Source: an optimization exercise on an open RTL-to-GDS flow (aim: small area, a short achievable clock period and few clock cycles). Production flows keep margins and buffers that such runs may drop. In this exercise RTL edits were held to simulation tests only and were not proved equivalent to the original. No activity file was given, so power comes from the tool's default toggle rates.

==> try-onyx <==
## page_table_walker_with_permission_update_top
module page_table_walker_with_permission_update_top #(
	parameter int unsigned PHYS_ADDR_BITS = ptw_pkg::PHYS_ADDR_BITS_DEF
) (
	input  wire logic         clk,
	input  wire logic         arst_n,
	input  wire logic         s_axis_tvalid,
	output logic              s_axis_tready,
	input  wire logic [191:0] s_axis_tdata,
	input  wire logic [1:0]   s_axis_tuser,
	output logic              m_axis_tvalid,
	input  wire logic         m_axis_tready,
	output logic [319:0]      m_axis_tdata,
	output logic [1:0]        m_axis_tuser,
	output logic              m_axis_tlast,
	input  wire logic         cfg_valid,
	output logic              cfg_ready,
	input  wire logic [1:0]   cfg_index,
	input  wire logic [63:0]  cfg_data
);
Settings: LEC_CHECK=0, CAP_MARGIN=20, CORE_MARGIN=2, CORE_UTILIZATION=40, CTS_BUF_LIST=sky130_fd_sc_hd__clkbuf_4 sky130_fd_sc_hd__clkbuf_8, SETUP_SLACK_MARGIN=3.4, SLEW_MARGIN=20; clock period 6.5 ns.
standard.sh (not shown) runs the stock make flow with config.mk's settings and CLKGATE_MAP_FILE= SYNTH_SCRIPT=/design/flow/synth_recipe.tcl, a recipe that flattens the netlist after the stock synthesis.
==> flow/flow/run.sh <==
#!/bin/bash
# The standard layout (the standard.sh: standard synthesis, floorplan, power grid, placement,
# CTS, routing), with each port buffered by the smallest plain buffer (buf_1) instead of the
# buffer_ports default pick (a delay buffer, clkdlybuf4s50_1).
set -euo pipefail
export BUFFER_PORTS_ARGS="-buffer_cell sky130_fd_sc_hd__buf_1"
bash standard.sh finish > standard_flow.log 2>&1
==> inputs of try-garnet, as changes to try-onyx <==
--- a/flow/design.v
+++ b/flow/design.v
@@ -123,11 +123,11 @@
 				ptw_pkg::CFG_USER_END:   uend_q   <= cfg_data;
 				default: ;
 			endcase
 		end
 	end
-	logic         rd_q, sw_q;
+	logic         rd_q, sw_q, rng_q, rd;
 	logic [1:0]   lvl_q;
 	logic         set_q, large_q;
 	logic [63:0]  va_q, fl_q, ent_q;
 	logic [51:3]  tbl_q;
 	logic         ov_q, pend_q;
@@ -139,18 +139,19 @@
 	logic [63:0]  va, md;
 	logic         idle, accept;
 	assign op     = s_axis_tuser;
 	assign va     = s_axis_tdata[63:0];
 	assign md     = s_axis_tdata[191:128];
-	assign idle   = !rd_q && !sw_q;
+	assign rd     = rd_q && !rng_q;
+	assign idle   = !rd && !sw_q;
 	assign s_axis_tready = (!ov_q || m_axis_tready) && !pend_q;
 	assign accept        = s_axis_tvalid && s_axis_tready;
 	logic         n_ov, n_pend, n_last;
 	logic [1:0]   n_kind, n_fl, n_psz;
 	logic [3:0]   n_st;
 	logic         n_tbl, n_page, n_cas, n_leaf, n_pa;
-	logic         n_rd, n_sw, n_set, n_large;
+	logic         n_rd, n_sw, n_large;
 	logic [1:0]   n_lvl;
 	logic         ld_tbl;
 	logic         leaf_lvl;
 	logic         out_range;
 	logic [8:0]   nidx;
@@ -161,18 +162,18 @@
 			default: nidx = va_q[20:12];
 		endcase
 	end
 	assign leaf_lvl  = (lvl_q == 2'd3) || (lvl_q == 2'd2 && md[7]);
 	function automatic logic ult64(input logic [63:0] a, input logic [63:0] b);
-		logic [63:0] lt, eq;
+		logic [63:0] lt, le;
 		lt = ~a & b;
-		eq = ~(a ^ b);
+		le = ~a | b;
 		for (int k = 0; k < 6; k++) begin
 			for (int i = 0; i < 64; i++) begin
 				if (i % (2 << k) == 0) begin
-					lt[i] = lt[i + (1 << k)] | (eq[i + (1 << k)] & lt[i]);
-					eq[i] = eq[i + (1 << k)] & eq[i];
+					lt[i] = lt[i + (1 << k)] | (le[i + (1 << k)] & lt[i]);
+					le[i] = lt[i + (1 << k)] | (le[i + (1 << k)] & le[i]);
 				end
 			end
 		end
 		ult64 = lt[0];
 	endfunction
@@ -188,34 +189,29 @@
 		n_tbl   = 1'b0;
 		n_page  = 1'b0;
 		n_cas   = 1'b0;
 		n_leaf  = 1'b0;
 		n_pa    = 1'b0;
-		n_rd    = rd_q;
+		n_rd    = rd;
 		n_sw    = sw_q;
 		n_lvl   = lvl_q;
-		n_set   = set_q;
 		n_large = large_q;
 		ld_tbl  = 1'b0;
 		case (op)
 			ptw_pkg::OP_LOOKUP, ptw_pkg::OP_SET: begin
 				if (!idle) begin
 					n_st = ptw_pkg::ST_BUSY;
-				end else if (op[0] && out_range) begin
-					n_st = ptw_pkg::ST_RANGE;
 				end else if (op[0] && (!wbase_q || base_q == '0)) begin
 					n_st = ptw_pkg::ST_BAD_BASE;
 				end else begin
 					n_kind = ptw_pkg::KIND_READ;
 					n_tbl  = 1'b1;
 					n_rd   = 1'b1;
-					n_lvl  = 2'd0;
-					n_set  = op[0];
 				end
 			end
 			ptw_pkg::OP_READ: begin
-				if (!rd_q) begin
+				if (!rd) begin
 					n_ov = 1'b0;
 				end else if (!md[0]) begin
 					n_rd   = 1'b0;
 					n_st   = ptw_pkg::ST_NOT_PRES;
 					n_fl   = lvl_q;
@@ -271,22 +267,28 @@
 	end
 	always_ff @(posedge clk or negedge arst_n) begin
 		if (!arst_n) begin
 			rd_q <= 1'b0;
 			sw_q <= 1'b0;
+			rng_q <= 1'b0;
 		end else if (accept) begin
 			rd_q <= n_rd;
 			sw_q <= n_sw;
+			rng_q <= idle && op == ptw_pkg::OP_SET && out_range;
 		end
 	end
 	always_ff @(posedge clk) begin
 		if (idle) fl_q <= s_axis_tdata[127:64];
 	end
 	always_ff @(posedge clk) begin
 		if (accept) begin
-			lvl_q   <= n_lvl;
-			set_q   <= n_set;
+			if (idle) begin
+				lvl_q <= 2'd0;
+				set_q <= op[0];
+			end else begin
+				lvl_q <= n_lvl;
+			end
 			large_q <= n_large;
 			if (idle) va_q <= va;
 			if (!sw_q) ent_q <= md;
 			if (idle || ld_tbl) tbl_q <= idle ? {wbase_q ? base_q : 40'd0, va[47:39]} : {md[51:12], nidx};
 		end
@@ -308,11 +310,11 @@
 			kind_q   <= n_kind;
 			st_q     <= n_st;
 			rfl_q    <= n_fl;
 			psz_q    <= n_psz;
 			last_q   <= n_last;
-			s_tbl_q  <= n_tbl;
+			s_tbl_q  <= n_tbl && !(idle && op == ptw_pkg::OP_SET && out_range);
 			s_page_q <= n_page;
 			s_pglo_q <= n_page && !large_q;
 			s_cas_q  <= n_cas;
 			s_leaf_q <= n_leaf;
 			s_pa_q   <= n_pa;
@@ -337,10 +339,10 @@
 	assign wdata = s_cas_q ? ((ent_q & ~ptw_pkg::ENTRY_CLEAR) | fl_q | (large_q ? ptw_pkg::ENTRY_PS : 64'd0)) : 64'd0;
 	assign expd  = s_cas_q ? ent_q : 64'd0;
 	assign leaf  = s_leaf_q ? ent_q : 64'd0;
 	assign paddr = s_pa_q ? {ent_q[51:12], va_q[11:0]} : 52'd0;
 	assign m_axis_tvalid = ov_q;
-	assign m_axis_tuser  = kind_q;
+	assign m_axis_tuser  = kind_q | {2{rng_q}};
 	assign m_axis_tlast  = last_q;
-	assign m_axis_tdata  = {4'd0, leaf, paddr, psz_q, rfl_q, st_q, expd, wdata, target};
+	assign m_axis_tdata  = {4'd0, leaf, paddr, psz_q, rfl_q, rng_q ? ptw_pkg::ST_RANGE : st_q, expd, wdata, target};
 endmodule
 `default_nettype wire
==> flow/config.mk (replaced) <==
export PLATFORM = sky130hd
export DESIGN_NAME = page_table_walker_with_permission_update_top
export DESIGN_NICKNAME = page_table_walker_with_permission_update_top
export VERILOG_FILES = /design/flow/design.v
export SDC_FILE = /design/flow/constraint.sdc
export NUM_CORES = 4
export LEC_CHECK = 0
export CAP_MARGIN = 20
export CORE_MARGIN = 2
export CORE_UTILIZATION = 60
export CTS_BUF_LIST = sky130_fd_sc_hd__clkbuf_8
export CTS_CLUSTER_DIAMETER = 50
export CTS_CLUSTER_SIZE = 16
export SETUP_SLACK_MARGIN = 3.5
export SLEW_MARGIN = 20
==> comparison <==
- Between try-garnet and try-onyx, the lower maximum frequency is in try-onyx (gap 4.2%, measured against try-onyx).
- Against try-onyx, the clock skew of try-garnet is lower by 0.00087 ns.
- Of try-onyx and try-garnet, try-onyx has the higher clock power (gap 43%, measured against try-garnet).
- Between try-onyx and try-garnet, the lower register-to-register slack is in try-onyx (gap 0.12 ns).
- Of try-onyx and try-garnet, try-onyx has the higher non-clock buffer count (gap 21).
- Of try-garnet and try-onyx, try-onyx has the higher clock-buffer cell count (gap 65).
- Die area: try-onyx is larger than try-garnet (about 50%).
- Between try-onyx and try-garnet, the lower wire length is in try-garnet (gap about 6.5%, measured against try-garnet).
- In try-garnet the first-iteration DRC count is larger than in try-onyx, by about 80%.
Testbench counts of try-onyx, summed over its fixed seeds: cycles 25,183.
Testbench counts of try-garnet, summed over its fixed seeds: cycles 25,183.

==> run E <==
==> flow/design.v <==
`default_nettype none
package ptw_pkg;
	localparam int unsigned PHYS_ADDR_BITS_DEF = 52;
	localparam logic [1:0] OP_LOOKUP = 2'd0;
	localparam logic [1:0] OP_SET    = 2'd1;
	localparam logic [1:0] OP_READ   = 2'd2;
	localparam logic [1:0] OP_SWAP   = 2'd3;
	localparam logic [1:0] KIND_READ  = 2'd0;
	localparam logic [1:0] KIND_CAS   = 2'd1;
	localparam logic [1:0] KIND_INVAL = 2'd2;
	localparam logic [1:0] KIND_DONE  = 2'd3;
	localparam logic [3:0] ST_XLATED    = 4'd0;
	localparam logic [3:0] ST_LEAF_2M   = 4'd1;
	localparam logic [3:0] ST_LEAF_1G   = 4'd2;
	localparam logic [3:0] ST_NOT_PRES  = 4'd3;
	localparam logic [3:0] ST_RANGE     = 4'd4;
	localparam logic [3:0] ST_BAD_BASE  = 4'd5;
	localparam logic [3:0] ST_SET       = 4'd6;
	localparam logic [3:0] ST_SWAP_FAIL = 4'd7;
	localparam logic [3:0] ST_BUSY      = 4'd8;
	localparam logic [1:0] PSZ_4K = 2'd0;
	localparam logic [1:0] PSZ_2M = 2'd1;
	localparam logic [1:0] PSZ_1G = 2'd2;
	localparam logic [1:0] CFG_TABLE_BASE = 2'd0;
	localparam logic [1:0] CFG_USER_START = 2'd1;
	localparam logic [1:0] CFG_USER_END   = 2'd2;
	localparam logic [63:0] ENTRY_CLEAR = 64'h8000_0000_0000_0007;
	localparam logic [63:0] ENTRY_PS    = 64'h0000_0000_0000_0080;
	localparam logic [63:0] PAGE_4K_OFS = 64'h0000_0000_0000_0FFF;
	localparam logic [63:0] PAGE_2M_OFS = 64'h0000_0000_001F_FFFF;
	localparam logic [8:0]  IDX_MASK    = 9'h1FF;
	typedef struct packed {
		logic [1:0]  op;
		logic [63:0] vaddr;
		logic [63:0] flags;
		logic [63:0] mdata;
	} item_t;
	typedef struct packed {
		logic [1:0]  kind;
		logic [63:0] target_addr;
		logic [63:0] write_data;
		logic [63:0] expected_data;
		logic [3:0]  status;
		logic [1:0]  fault_level;
		logic [1:0]  page_size;
		logic [51:0] paddr;
		logic [63:0] leaf_entry;
		logic        last;
	} result_t;
	typedef struct packed {
		logic [1:0] count;
		result_t    r0;
		result_t    r1;
	} core_res_t;
	typedef struct packed {
		logic [51:0] table_base;
		logic [63:0] user_start;
		logic [63:0] user_end;
	} cfg_t;
	function automatic logic [63:0] entry_addr(input logic [63:0] tbl,
			input logic [63:0] va, input logic [1:0] lvl, input logic [63:0] mask);
		logic [8:0] idx;
		case (lvl)
			2'd0: idx = va[47:39];
			2'd1: idx = va[38:30];
			2'd2: idx = va[29:21];
			default: idx = va[20:12];
		endcase
		entry_addr = (tbl & mask) | {52'd0, idx & IDX_MASK, 3'd0};
	endfunction
	function automatic result_t mk_res(input logic [1:0] kind,
			input logic [63:0] target, input logic [63:0] wdata,
			input logic [63:0] expd, input logic [3:0] status,
			input logic [1:0] lvl, input logic [1:0] psize,
			input logic [51:0] phys, input logic [63:0] leaf, input logic last);
		mk_res = {kind, target, wdata, expd, status, lvl, psize, phys, leaf, last};
	endfunction
endpackage
`default_nettype wire
`default_nettype none
module page_table_walker_with_permission_update_top #(
	parameter int unsigned PHYS_ADDR_BITS = ptw_pkg::PHYS_ADDR_BITS_DEF
) (
	input  wire logic         clk,
	input  wire logic         arst_n,
	input  wire logic         s_axis_tvalid,
	output logic              s_axis_tready,
	input  wire logic [191:0] s_axis_tdata,
	input  wire logic [1:0]   s_axis_tuser,
	output logic              m_axis_tvalid,
	input  wire logic         m_axis_tready,
	output logic [319:0]      m_axis_tdata,
	output logic [1:0]        m_axis_tuser,
	output logic              m_axis_tlast,
	input  wire logic         cfg_valid,
	output logic              cfg_ready,
	input  wire logic [1:0]   cfg_index,
	input  wire logic [63:0]  cfg_data
);
	logic [51:12] base_q;
	logic [63:0]  ustart_q, uend_q;
	logic         wbase_q, wstart_q, wend_q;
	assign cfg_ready = 1'b1;
	always_ff @(posedge clk or negedge arst_n) begin
		if (!arst_n) begin
			wbase_q  <= 1'b0;
			wstart_q <= 1'b0;
			wend_q   <= 1'b0;
		end else if (cfg_valid) begin
			case (cfg_index)
				ptw_pkg::CFG_TABLE_BASE: wbase_q  <= 1'b1;
				ptw_pkg::CFG_USER_START: wstart_q <= 1'b1;
				ptw_pkg::CFG_USER_END:   wend_q   <= 1'b1;
				default: ;
			endcase
		end
	end
	always_ff @(posedge clk) begin
		if (cfg_valid) begin
			case (cfg_index)
				ptw_pkg::CFG_TABLE_BASE: base_q   <= cfg_data[51:12];
				ptw_pkg::CFG_USER_START: ustart_q <= cfg_data;
				ptw_pkg::CFG_USER_END:   uend_q   <= cfg_data;
				default: ;
			endcase
		end
	end
	logic         rd_q, sw_q;
	logic [1:0]   lvl_q;
	logic         set_q, large_q;
	logic [63:0]  va_q, fl_q, ent_q;
	logic [51:3]  tbl_q;
	logic         ov_q, pend_q;
	logic [1:0]   kind_q, rfl_q, psz_q;
	logic [3:0]   st_q;
	logic         last_q;
	logic         s_tbl_q, s_page_q, s_pglo_q, s_cas_q, s_leaf_q, s_pa_q;
	logic [1:0]   op;
	logic [63:0]  va, md;
	logic         idle, accept;
	assign op     = s_axis_tuser;
	assign va     = s_axis_tdata[63:0];
	assign md     = s_axis_tdata[191:128];
	assign idle   = !rd_q && !sw_q;
	assign s_axis_tready = (!ov_q || m_axis_tready) && !pend_q;
	assign accept        = s_axis_tvalid && s_axis_tready;
	logic         n_ov, n_pend, n_last;
	logic [1:0]   n_kind, n_fl, n_psz;
	logic [3:0]   n_st;
	logic         n_tbl, n_page, n_cas, n_leaf, n_pa;
	logic         n_rd, n_sw, n_set, n_large;
	logic [1:0]   n_lvl;
	logic         ld_tbl;
	logic         leaf_lvl;
	logic         out_range;
	logic [8:0]   nidx;
	always_comb begin
		case (lvl_q)
			2'd0:    nidx = va_q[38:30];
			2'd1:    nidx = va_q[29:21];
			default: nidx = va_q[20:12];
		endcase
	end
	assign leaf_lvl  = (lvl_q == 2'd3) || (lvl_q == 2'd2 && md[7]);
	assign out_range = (wstart_q && va < ustart_q) || !wend_q || (va >= uend_q);
	always_comb begin
		n_ov    = 1'b1;
		n_pend  = 1'b0;
		n_last  = 1'b1;
		n_kind  = ptw_pkg::KIND_DONE;
		n_st    = ptw_pkg::ST_XLATED;
		n_fl    = 2'd0;
		n_psz   = ptw_pkg::PSZ_4K;
		n_tbl   = 1'b0;
		n_page  = 1'b0;
		n_cas   = 1'b0;
		n_leaf  = 1'b0;
		n_pa    = 1'b0;
		n_rd    = rd_q;
		n_sw    = sw_q;
		n_lvl   = lvl_q;
		n_set   = set_q;
		n_large = large_q;
		ld_tbl  = 1'b0;
		case (op)
			ptw_pkg::OP_LOOKUP, ptw_pkg::OP_SET: begin
				if (!idle) begin
					n_st = ptw_pkg::ST_BUSY;
				end else if (op[0] && out_range) begin
					n_st = ptw_pkg::ST_RANGE;
				end else if (op[0] && (!wbase_q || base_q == '0)) begin
					n_st = ptw_pkg::ST_BAD_BASE;
				end else begin
					n_kind = ptw_pkg::KIND_READ;
					n_tbl  = 1'b1;
					ld_tbl = 1'b1;
					n_rd   = 1'b1;
					n_lvl  = 2'd0;
					n_set  = op[0];
				end
			end
			ptw_pkg::OP_READ: begin
				if (!rd_q) begin
					n_ov = 1'b0;
				end else if (!md[0]) begin
					n_rd   = 1'b0;
					n_st   = ptw_pkg::ST_NOT_PRES;
					n_fl   = lvl_q;
					n_leaf = 1'b1;
				end else if (lvl_q == 2'd1 && md[7]) begin
					n_rd   = 1'b0;
					n_st   = ptw_pkg::ST_LEAF_1G;
					n_fl   = 2'd1;
					n_psz  = ptw_pkg::PSZ_1G;
					n_leaf = 1'b1;
				end else if (leaf_lvl) begin
					n_rd   = 1'b0;
					n_leaf = 1'b1;
					n_fl   = lvl_q;
					n_psz  = lvl_q[0] ? ptw_pkg::PSZ_4K : ptw_pkg::PSZ_2M;
					if (set_q) begin
						n_kind  = ptw_pkg::KIND_CAS;
						n_tbl   = 1'b1;
						n_cas   = 1'b1;
						n_sw    = 1'b1;
						n_large = !lvl_q[0];
					end else if (lvl_q[0]) begin
						n_pa = 1'b1;
					end else begin
						n_st = ptw_pkg::ST_LEAF_2M;
					end
				end else begin
					n_kind = ptw_pkg::KIND_READ;
					n_tbl  = 1'b1;
					n_lvl  = lvl_q + 2'd1;
					ld_tbl = 1'b1;
				end
			end
			default: begin
				if (!sw_q) begin
					n_ov = 1'b0;
				end else begin
					n_sw  = 1'b0;
					n_psz = large_q ? ptw_pkg::PSZ_2M : ptw_pkg::PSZ_4K;
					if (md == ent_q) begin
						n_kind = ptw_pkg::KIND_INVAL;
						n_page = 1'b1;
						n_last = 1'b0;
						n_pend = 1'b1;
					end else begin
						n_st   = ptw_pkg::ST_SWAP_FAIL;
						n_fl   = large_q ? 2'd2 : 2'd3;
						n_leaf = 1'b1;
					end
				end
			end
		endcase
	end
	always_ff @(posedge clk or negedge arst_n) begin
		if (!arst_n) begin
			rd_q <= 1'b0;
			sw_q <= 1'b0;
		end else if (accept) begin
			rd_q <= n_rd;
			sw_q <= n_sw;
		end
	end
	always_ff @(posedge clk) begin
		if (idle) fl_q <= s_axis_tdata[127:64];
	end
	always_ff @(posedge clk) begin
		if (accept) begin
			lvl_q   <= n_lvl;
			set_q   <= n_set;
			large_q <= n_large;
			if (idle) va_q <= va;
			if (!sw_q) ent_q <= md;
			if (ld_tbl) tbl_q <= idle ? {wbase_q ? base_q : 40'd0, va[47:39]} : {md[51:12], nidx};
		end
	end
	always_ff @(posedge clk or negedge arst_n) begin
		if (!arst_n) begin
			ov_q   <= 1'b0;
			pend_q <= 1'b0;
		end else if (accept) begin
			ov_q   <= n_ov;
			pend_q <= n_pend;
		end else if (m_axis_tready) begin
			ov_q   <= pend_q;
			pend_q <= 1'b0;
		end
	end
	always_ff @(posedge clk) begin
		if (accept) begin
			kind_q   <= n_kind;
			st_q     <= n_st;
			rfl_q    <= n_fl;
			psz_q    <= n_psz;
			last_q   <= n_last;
			s_tbl_q  <= n_tbl;
			s_page_q <= n_page;
			s_pglo_q <= n_page && !large_q;
			s_cas_q  <= n_cas;
			s_leaf_q <= n_leaf;
			s_pa_q   <= n_pa;
		end else if (pend_q && m_axis_tready) begin
			kind_q   <= ptw_pkg::KIND_DONE;
			st_q     <= ptw_pkg::ST_SET;
			rfl_q    <= large_q ? 2'd2 : 2'd3;
			last_q   <= 1'b1;
			s_page_q <= 1'b0;
			s_pglo_q <= 1'b0;
			s_leaf_q <= 1'b1;
		end
	end
	logic [63:0] target, wdata, expd, leaf;
	logic [51:0] paddr;
	always_comb begin
		target = '0;
		if (s_tbl_q) target[51:3] = tbl_q;
		if (s_page_q) target[63:21] = target[63:21] | va_q[63:21];
		if (s_pglo_q) target[20:12] = target[20:12] | va_q[20:12];
	end
	assign wdata = s_cas_q ? ((ent_q & ~ptw_pkg::ENTRY_CLEAR) | fl_q | (large_q ? ptw_pkg::ENTRY_PS : 64'd0)) : 64'd0;
	assign expd  = s_cas_q ? ent_q : 64'd0;
	assign leaf  = s_leaf_q ? ent_q : 64'd0;
	assign paddr = s_pa_q ? {ent_q[51:12], va_q[11:0]} : 52'd0;
	assign m_axis_tvalid = ov_q;
	assign m_axis_tuser  = kind_q;
	assign m_axis_tlast  = last_q;
	assign m_axis_tdata  = {4'd0, leaf, paddr, psz_q, rfl_q, st_q, expd, wdata, target};
endmodule
`default_nettype wire
==> flow/flow/run.sh <==
#!/bin/bash
# The standard layout (the standard.sh: standard synthesis, floorplan, power grid, placement,
# CTS, routing), with each port buffered by the smallest plain buffer (buf_1) instead of the
# buffer_ports default pick (a delay buffer, clkdlybuf4s50_1).
set -euo pipefail
export BUFFER_PORTS_ARGS="-buffer_cell sky130_fd_sc_hd__buf_1"
bash standard.sh finish > standard_flow.log 2>&1
==> flow/standard.sh <==
#!/bin/bash
# synth_recipe.tcl (not shown) runs the flow's synth.tcl, then flattens the netlist and writes it again
# the make line also repeats each setting of config.mk as NAME=value (left out here)
make -C /OpenROAD-flow-scripts/flow DESIGN_CONFIG=/design/flow/config.mk WORK_HOME=/design/flow/orfs CLKGATE_MAP_FILE= SYNTH_SCRIPT=/design/flow/synth_recipe.tcl "${@:-finish}"
==> flow/config.mk <==
export PLATFORM = sky130hd
export DESIGN_NAME = page_table_walker_with_permission_update_top
export DESIGN_NICKNAME = page_table_walker_with_permission_update_top
export VERILOG_FILES = /design/flow/design.v
export SDC_FILE = /design/flow/constraint.sdc
export NUM_CORES = 4
export LEC_CHECK = 0
export CAP_MARGIN = 20
export CORE_MARGIN = 2
export CORE_UTILIZATION = 40
export SLEW_MARGIN = 20
==> flow/constraint.sdc <==
create_clock -name core_clock -period 6.5 [get_ports {clk}]
set_input_delay 1.3000 -clock core_clock [delete_from_list [all_inputs] [get_ports {clk}]]
set_output_delay 1.3000 -clock core_clock [all_outputs]
set_load 0.01 [all_outputs]
==> run R: changes against run E <==
==> flow/design.v, changed modules only <==
module page_table_walker_with_permission_update_top #(
	parameter int unsigned PHYS_ADDR_BITS = ptw_pkg::PHYS_ADDR_BITS_DEF
) (
	input  wire logic         clk,
	input  wire logic         arst_n,
	input  wire logic         s_axis_tvalid,
	output logic              s_axis_tready,
	input  wire logic [191:0] s_axis_tdata,
	input  wire logic [1:0]   s_axis_tuser,
	output logic              m_axis_tvalid,
	input  wire logic         m_axis_tready,
	output logic [319:0]      m_axis_tdata,
	output logic [1:0]        m_axis_tuser,
	output logic              m_axis_tlast,
	input  wire logic         cfg_valid,
	output logic              cfg_ready,
	input  wire logic [1:0]   cfg_index,
	input  wire logic [63:0]  cfg_data
);
	logic [51:12] base_q;
	logic [63:0]  ustart_q, uend_q;
	assign cfg_ready = 1'b1;
	always_ff @(posedge clk or negedge arst_n) begin
		if (!arst_n) begin
			base_q   <= '0;
			ustart_q <= '0;
			uend_q   <= '0;
		end else if (cfg_valid) begin
			case (cfg_index)
				ptw_pkg::CFG_TABLE_BASE: base_q   <= cfg_data[51:12];
				ptw_pkg::CFG_USER_START: ustart_q <= cfg_data;
				ptw_pkg::CFG_USER_END:   uend_q   <= cfg_data;
				default: ;
			endcase
		end
	end
	logic         rd_q, sw_q;
	logic [1:0]   lvl_q;
	logic         set_q, large_q;
	logic [63:0]  va_q, fl_q, ent_q;
	logic [51:12] tbl_q;
	logic         ov_q, pend_q;
	logic [1:0]   kind_q, rfl_q, psz_q;
	logic [3:0]   st_q;
	logic         last_q;
	logic         s_tbl_q, s_base_q, s_page_q, s_cas_q, s_leaf_q, s_pa_q;
	logic [1:0]   op;
	logic [63:0]  va, md;
	logic         idle, accept;
	assign op     = s_axis_tuser;
	assign va     = s_axis_tdata[63:0];
	assign md     = s_axis_tdata[191:128];
	assign idle   = !rd_q && !sw_q;
	assign s_axis_tready = (!ov_q || m_axis_tready) && !pend_q;
	assign accept        = s_axis_tvalid && s_axis_tready;
	logic         n_ov, n_pend, n_last;
	logic [1:0]   n_kind, n_fl, n_psz;
	logic [3:0]   n_st;
	logic         n_tbl, n_base, n_page, n_cas, n_leaf, n_pa;
	logic         n_rd, n_sw, n_set, n_large;
	logic [1:0]   n_lvl;
	logic         ld_tbl;
	logic         leaf_lvl;
	logic         out_range;
	assign leaf_lvl  = (lvl_q == 2'd3) || (lvl_q == 2'd2 && md[7]);
	assign out_range = (va < ustart_q) || (va >= uend_q);
	always_comb begin
		n_ov    = 1'b1;
		n_pend  = 1'b0;
		n_last  = 1'b1;
		n_kind  = ptw_pkg::KIND_DONE;
		n_st    = ptw_pkg::ST_XLATED;
		n_fl    = 2'd0;
		n_psz   = ptw_pkg::PSZ_4K;
		n_tbl   = 1'b0;
		n_base  = 1'b0;
		n_page  = 1'b0;
		n_cas   = 1'b0;
		n_leaf  = 1'b0;
		n_pa    = 1'b0;
		n_rd    = rd_q;
		n_sw    = sw_q;
		n_lvl   = lvl_q;
		n_set   = set_q;
		n_large = large_q;
		ld_tbl  = 1'b0;
		case (op)
			ptw_pkg::OP_LOOKUP, ptw_pkg::OP_SET: begin
				if (!idle) begin
					n_st = ptw_pkg::ST_BUSY;
				end else if (op[0] && out_range) begin
					n_st = ptw_pkg::ST_RANGE;
				end else if (op[0] && base_q == '0) begin
					n_st = ptw_pkg::ST_BAD_BASE;
				end else begin
					n_kind = ptw_pkg::KIND_READ;
					n_base = 1'b1;
					n_rd   = 1'b1;
					n_lvl  = 2'd0;
					n_set  = op[0];
				end
			end
			ptw_pkg::OP_READ: begin
				if (!rd_q) begin
					n_ov = 1'b0;
				end else if (!md[0]) begin
					n_rd   = 1'b0;
					n_st   = ptw_pkg::ST_NOT_PRES;
					n_fl   = lvl_q;
					n_leaf = 1'b1;
				end else if (lvl_q == 2'd1 && md[7]) begin
					n_rd   = 1'b0;
					n_st   = ptw_pkg::ST_LEAF_1G;
					n_fl   = 2'd1;
					n_psz  = ptw_pkg::PSZ_1G;
					n_leaf = 1'b1;
				end else if (leaf_lvl) begin
					n_rd   = 1'b0;
					n_leaf = 1'b1;
					n_fl   = lvl_q;
					n_psz  = lvl_q[0] ? ptw_pkg::PSZ_4K : ptw_pkg::PSZ_2M;
					if (set_q) begin
						n_kind  = ptw_pkg::KIND_CAS;
						n_tbl   = 1'b1;
						n_cas   = 1'b1;
						n_sw    = 1'b1;
						n_large = !lvl_q[0];
					end else if (lvl_q[0]) begin
						n_pa = 1'b1;
					end else begin
						n_st = ptw_pkg::ST_LEAF_2M;
					end
				end else begin
					n_kind = ptw_pkg::KIND_READ;
					n_tbl  = 1'b1;
					n_lvl  = lvl_q + 2'd1;
					ld_tbl = 1'b1;
				end
			end
			default: begin
				if (!sw_q) begin
					n_ov = 1'b0;
				end else begin
					n_sw  = 1'b0;
					n_psz = large_q ? ptw_pkg::PSZ_2M : ptw_pkg::PSZ_4K;
					if (md == ent_q) begin
						n_kind = ptw_pkg::KIND_INVAL;
						n_page = 1'b1;
						n_last = 1'b0;
						n_pend = 1'b1;
					end else begin
						n_st   = ptw_pkg::ST_SWAP_FAIL;
						n_fl   = large_q ? 2'd2 : 2'd3;
						n_leaf = 1'b1;
					end
				end
			end
		endcase
	end
	always_ff @(posedge clk or negedge arst_n) begin
		if (!arst_n) begin
			rd_q <= 1'b0;
			sw_q <= 1'b0;
		end else if (accept) begin
			rd_q <= n_rd;
			sw_q <= n_sw;
		end
	end
	always_ff @(posedge clk) begin
		if (accept) begin
			lvl_q   <= n_lvl;
			set_q   <= n_set;
			large_q <= n_large;
			if (idle) begin
				va_q <= va;
				fl_q <= s_axis_tdata[127:64];
			end
			if (!sw_q) ent_q <= md;
			if (ld_tbl) tbl_q <= md[51:12];
		end
	end
	always_ff @(posedge clk or negedge arst_n) begin
		if (!arst_n) begin
			ov_q   <= 1'b0;
			pend_q <= 1'b0;
		end else if (accept) begin
			ov_q   <= n_ov;
			pend_q <= n_pend;
		end else if (m_axis_tready) begin
			ov_q   <= pend_q;
			pend_q <= 1'b0;
		end
	end
	always_ff @(posedge clk) begin
		if (accept) begin
			kind_q   <= n_kind;
			st_q     <= n_st;
			rfl_q    <= n_fl;
			psz_q    <= n_psz;
			last_q   <= n_last;
			s_tbl_q  <= n_tbl;
			s_base_q <= n_base;
			s_page_q <= n_page;
			s_cas_q  <= n_cas;
			s_leaf_q <= n_leaf;
			s_pa_q   <= n_pa;
		end else if (pend_q && m_axis_tready) begin
			kind_q   <= ptw_pkg::KIND_DONE;
			st_q     <= ptw_pkg::ST_SET;
			rfl_q    <= large_q ? 2'd2 : 2'd3;
			last_q   <= 1'b1;
			s_page_q <= 1'b0;
			s_leaf_q <= 1'b1;
		end
	end
	logic [8:0]  idx;
	logic [63:0] target, wdata, expd, leaf;
	logic [51:0] paddr;
	always_comb begin
		case (lvl_q)
			2'd0:    idx = va_q[47:39];
			2'd1:    idx = va_q[38:30];
			2'd2:    idx = va_q[29:21];
			default: idx = va_q[20:12];
		endcase
	end
	always_comb begin
		target = '0;
		if (s_base_q) target[51:12] = target[51:12] | base_q;
		if (s_tbl_q)  target[51:12] = target[51:12] | tbl_q;
		if (s_base_q || s_tbl_q) target[11:3] = idx;
		if (s_page_q) begin
			target[63:21] = target[63:21] | va_q[63:21];
			target[20:12] = target[20:12] | (large_q ? 9'd0 : va_q[20:12]);
		end
	end
	assign wdata = s_cas_q ? ((ent_q & ~ptw_pkg::ENTRY_CLEAR) | fl_q | (large_q ? ptw_pkg::ENTRY_PS : 64'd0)) : 64'd0;
	assign expd  = s_cas_q ? ent_q : 64'd0;
	assign leaf  = s_leaf_q ? ent_q : 64'd0;
	assign paddr = s_pa_q ? {ent_q[51:12], va_q[11:0]} : 52'd0;
	assign m_axis_tvalid = ov_q;
	assign m_axis_tuser  = kind_q;
	assign m_axis_tlast  = last_q;
	assign m_axis_tdata  = {4'd0, leaf, paddr, psz_q, rfl_q, st_q, expd, wdata, target};
endmodule
==> flow/run.sh (new file) <==
#!/bin/bash
# synth_recipe.tcl (not shown) runs the flow's synth.tcl, then flattens the netlist and writes it again
# the make line also repeats each setting of config.mk as NAME=value (left out here)
make -C /OpenROAD-flow-scripts/flow DESIGN_CONFIG=/design/flow/config.mk WORK_HOME=/design/flow/orfs CLKGATE_MAP_FILE= SYNTH_SCRIPT=/design/flow/synth_recipe.tcl finish
removed: flow/flow/run.sh
removed: flow/standard.sh
==> comparison table <==
Inverters: run R 175; run E 137
Sequential-to-total area share from yosys stat: run R 56.3%; run E 63.3%
Cells after DPL: run R 2,913; run E 2,827
Cell area after layout: run R 29,200 sq um; run E 25,300 sq um
Fraction of final layout cells with drive strength greater than 1: run R 11.9%; run E 4.96%
Clock buf count: run R 67; run E 60
Setup slack of the critical path after layout: run R 2090 ps; run E 2040 ps
Met1 capacity usage during global routing: run R 36.5%; run E 30.6%
Power share of the clock group: run R 32.3%; run E 35.5%
Endpoint of the worst setup timing path: run R m_axis_tdata[10]; run E tbl_q[24]
Period minus WS final: run R 4410 ps; run E 4460 ps
Maximum ir drop on the vdd rail: run R 176 uV; run E 217 uV
Worst clock skew: run R 15.6 ps; run E 27.4 ps
Total global-route track usage: run R 26.4%; run E 25.7%
Multi-input comb cells: run R 1,025; run E 975
Result of the run: run R complete, no violations; run E complete, no violations
Layout non-clock buf frac: run R 20.4%; run E 9.12%
Via count normalized by instance count: run R 5.30; run E 5.20
Post-Syn Area: run R 21,100 sq um; run E 20,700 sq um
Proportion of netlist area held by the largest area contributor: run R 36.0%; run E 62.4%
Seq cells: run R 425; run E 437
Die Span X: run R 234 um; run E 231 um
Initial antenna violation count: run R 16; run E 20
Sw power: run R 2.37 mW; run E 2.25 mW
Total of flip-flops plus latches after synthesis: run R 425; run E 437
Fraction of area in registers: run R 40.7%; run E 51.8%
Number of cells on the worst reg-to-reg path: run R 10; run E 11
Testbench counts of run E, summed over its fixed seeds: cycles 25,183.
Testbench counts of run R, summed over its fixed seeds: cycles 25,183.

[separate check: timing with driven ports]
The results above use ideal ports. As a check the final layouts listed here were re-extracted and re-timed, cells and wires unchanged. Step 1: set_driving_cell puts a clkbuf_16 on clk and a buf_2 on each other input, an assumption about the parent block. Step 2, shift: input delay + t, output delay - t, t = (earliest + latest rising clock arrival at the registers) / 2. This alone moves slack from input paths to output paths. Three values: no drivers, after step 1, after step 2; two values: the first two.
| run | t (ns) | slack for setup (ns) | worst setup path at the end | pins driven straight from the clock port |
|---|---|---|---|---|
| try-onyx | 0.689 | 3.267 / 3.259 / 2.570 | input to register | 1 |
| try-garnet | 0.625 | 3.397 / 3.347 / 2.753 | input to register | 1 |
| run E | 0.642 | 2.042 / 2.080 / 1.438 | input to register | 1 |
| run R | 0.649 | 2.093 / 2.027 / 1.776 | input to register | 1 |
After both steps every run listed still meets setup and hold. For try-onyx, which loses most, drivers alone change the setup slack by -0.008 ns; drivers and shift together by -0.697 ns.
